From an optimization exercise on the open Yosys and OpenROAD flow, aimed at small area, a short achievable clock period and few clock cycles; shortcuts taken in it are not production practice.
Power is estimated from default activity; no workload was simulated.

==> flow/design.v (excerpt) <==
module dma_top (
    input  logic                        CLK,
    input  logic                        RSTN,
    output logic                        INTR,
    input  logic                        PSEL,
    input  logic                        PENABLE,
    output logic                        PREADY,
    input  logic                        PWRITE,
    input  logic [dma_pkg::PADDR_W-1:0] PADDR,
    input  logic [dma_pkg::DATA_W-1:0]  PWDATA,
    output logic [dma_pkg::DATA_W-1:0]  PRDATA,
    output logic                        mem0_en,
    output logic [dma_pkg::BE_W-1:0]    mem0_we,
    output logic [dma_pkg::WORD_AW-1:0] mem0_addr,
    output logic [dma_pkg::DATA_W-1:0]  mem0_wdata,
    input  logic [dma_pkg::DATA_W-1:0]  mem0_rdata,
    output logic                        mem1_en,
    output logic [dma_pkg::BE_W-1:0]    mem1_we,
    output logic [dma_pkg::WORD_AW-1:0] mem1_addr,
    output logic [dma_pkg::DATA_W-1:0]  mem1_wdata,
    input  logic [dma_pkg::DATA_W-1:0]  mem1_rdata
);
    logic [31:0] src;
    logic [31:0] dst;
    logic [15:0] size;
    logic        busy;           
  ...
clock: 6.0 ns
lec_check: 0
cap_margin: 20
core_margin: 2
core_utilization: 65
setup_slack_margin: 3.3
slew_margin: 20
standard.sh (not shown) runs the stock make flow with config.mk's settings and CLKGATE_MAP_FILE= SYNTH_SCRIPT=/design/flow/synth_recipe.tcl, a recipe that flattens the netlist after the stock synthesis.
==> flow/flow/run.sh <==
#!/bin/bash
# Standard ORFS layout (standard.sh) with changes to port buffers and CTS.
set -euo pipefail
export BUFFER_PORTS_ARGS="-buffer_cell sky130_fd_sc_hd__buf_1"
export CTS_ARGS="-sink_clustering_enable -repair_clock_nets -dont_use_dummy_load -buf_list {sky130_fd_sc_hd__clkbuf_8 sky130_fd_sc_hd__clkbuf_16} -sink_clustering_size 25 -sink_clustering_max_diameter 150"
bash standard.sh > standard_make.log 2>&1
Then changed:
--- a/flow/design.v
+++ b/flow/design.v
@@ -62,37 +62,40 @@
     assign setup  = PSEL & ~PENABLE;
     logic armed;
     always_ff @(posedge CLK or negedge RSTN) begin
         if (!RSTN)
             armed <= 1'b0;
         else
             armed <= 1'b1;
     end
     logic [3:0] ws;
     logic [4:0] rs;
+    logic [1:0] rsh;         
     logic       dec_src, dec_dst, dec_size, dec_mode, dec_int;
     logic       v_src, v_dst, v_size;
     assign dec_src  = PADDR == dma_pkg::REG_SRC;
     assign dec_dst  = PADDR == dma_pkg::REG_DST;
     assign dec_size = PADDR == dma_pkg::REG_SIZE;
     assign dec_mode = PADDR == dma_pkg::REG_MODE;
     assign dec_int  = PADDR == dma_pkg::REG_INT;
     always_ff @(posedge CLK) begin
         ws[0]   <= setup & PWRITE & dec_src;
         ws[1]   <= setup & PWRITE & dec_dst;
         ws[2]   <= setup & PWRITE & dec_size;
         ws[3]   <= setup & PWRITE & dec_int;
         rs[0]   <= setup & dec_src & v_src;
         rs[1]   <= setup & dec_dst & v_dst;
         rs[2]   <= setup & dec_size & v_size;
         rs[3]   <= setup & dec_mode;
         rs[4]   <= setup & dec_int;
+        rsh[0]  <= setup & ~PWRITE & dec_src & v_src;
+        rsh[1]  <= setup & ~PWRITE & dec_dst & v_dst;
         start_q <= n_start_q;
     end
     assign start    = start_q & armed & ~busy;
     assign wen_src  = ws[0] & armed & ~busy;
     assign wen_dst  = ws[1] & armed & ~busy;
     assign wen_size = ws[2] & armed & ~busy;
     assign wen_int  = ws[3] & armed & PWDATA[0];
     logic [31:0] src_q, dst_q;
     logic [15:0] size_q;
     always_ff @(posedge CLK) begin
@@ -114,23 +117,23 @@
             if (wen_src)  v_src  <= 1'b1;
             if (wen_dst)  v_dst  <= 1'b1;
             if (wen_size) v_size <= 1'b1;
             if (wen_int)
                 int_done <= 1'b0;
             INTR <= last_wr | (start & size == '0);
             if (last_wr | (start & size == '0))     
                 int_done <= 1'b1;
         end
     end
-    logic [31:0] rd_sd;
-    assign rd_sd  = ({32{rs[0]}} & src_q) | ({32{rs[1]}} & dst_q);
-    assign PRDATA = {rd_sd[31:16], rs[2] ? size_q : rd_sd[15:0]}
+    assign PRDATA = {({16{rsh[0]}} & src_q[31:16]) | ({16{rsh[1]}} & dst_q[31:16]),
+                     ({16{rs[0]}} & src_q[15:0]) | ({16{rs[1]}} & dst_q[15:0])}
+                  | {16'd0, {16{rs[2]}} & size_q}
                   | {31'd0, rs[3] & busy}
                   | {31'd0, rs[4] & int_done};
     logic        sb, db, same;   
     logic [1:0]  so, dof;
     logic        s;              
     logic [1:0]  c;              
     logic [1:0]  end_off;
     logic [3:0]  first_be, last_be;
     logic        one_word;       
     logic        one_word_q;
@@ -149,20 +152,21 @@
     logic        iss;            
     logic        rd_now;         
     logic        wr0, wr1, rd0, rd1;
     logic        infl;           
     logic        ready;          
     logic        skip;           
     logic        last;           
     logic [1:0]  d;              
     logic [3:0]  be;             
     logic        asel0, asel1;   
+    logic        asel0h, asel1h;  
     logic [15:0] rd_addr;
     logic [15:0] wr_addr;
     logic [13:0] q;              
     logic [1:0]  ext;
     logic [31:0] W;              
     logic [23:0] C;              
     logic [31:0] rdata;
     logic        wr_now, rem2;
     logic        n_busy, n_ready, n_reload, n_skip, n_start_q, n_wr_now, n_rd;
     assign wr_now  = busy & ready;
@@ -208,20 +212,22 @@
         end
     end
     always_ff @(posedge CLK) begin
         d          <= dof - so;
         one_word_q <= one_word;
         infl  <= iss;
         ready <= n_ready;
         skip  <= n_skip;
         asel0 <= db & (~sb | n_wr_now);
         asel1 <= ~db & (sb | n_wr_now);
+        asel0h <= db & (~sb | n_wr_now | n_reload);
+        asel1h <= ~db & (sb | n_wr_now | n_reload);
         if (infl) begin
             W <= w_nx;
             C <= c_nx;
         end
         rd_addr <= reload ? src[17:2] : rd_addr + 16'(iss);
         wr_addr <= start ? dst[17:2] : wr_addr + 16'(wr_now);
         q       <= start ? size[15:2] : q - 14'(wr_now & ext == 2'd0);
         if (start) begin
             ext     <= c;
             last    <= one_word_q;
@@ -243,15 +249,15 @@
         end
     end
     always_ff @(posedge CLK) begin
         rd0 <= sb & n_rd;
         rd1 <= ~sb & n_rd;
     end
     assign mem0_en    = wr0 | rd0;
     assign mem1_en    = wr1 | rd1;
     assign mem0_we    = wr0 ? be : 4'd0;
     assign mem1_we    = wr1 ? be : 4'd0;
-    assign mem0_addr  = asel0 ? wr_addr : rd_addr;
-    assign mem1_addr  = asel1 ? wr_addr : rd_addr;
+    assign mem0_addr  = {asel0h ? wr_addr[15:8] : rd_addr[15:8], asel0 ? wr_addr[7:0] : rd_addr[7:0]};
+    assign mem1_addr  = {asel1h ? wr_addr[15:8] : rd_addr[15:8], asel1 ? wr_addr[7:0] : rd_addr[7:0]};
     assign mem0_wdata = W;
     assign mem1_wdata = W;
 endmodule
After rerunning: Power grows by 1.5%; first-iteration DRC count rises by 24%; global-route usage came out lower by 0.79 points; synthesized cell count falls by 0.42%; worst setup slack improves by 0.0086 ns; sequential share of layout area increases by 1.2 points.
Function was not checked in any run of this note: the RTL went through the layout flow alone.

==> port drivers added, routing unchanged <==
How much do the figures lean on ideal ports? The routed layouts below were timed once more, with nothing changed but the port constraints. Step 1: set_driving_cell puts a clkbuf_16 on CLK and a buf_2 on each other input, an assumption about the parent block. Step 2 times the ports against the registers' clock, not the clock port: input delays grow and output delays shrink by t, the midpoint of the rising clock arrivals with the driver on. Three values: ideal, step 1, step 2; two values: the first two.
| run | shift t [ns] | setup WS [ns] | slew at the worst register clock pin (ns) | cell pins on the clock port's net |
|---|---|---|---|---|
| the first run | 0.495 | 3.251 / 3.206 / 3.379 | 0.10 / 0.10 | 1 |
| the second run | 0.504 | 3.260 / 3.215 / 3.211 | 0.10 / 0.10 | 1 |
After both steps setup and hold are still met in every run listed. The setup slack of the second run, which loses most, moves by -0.045 ns with the drivers and by -0.049 ns with both steps.
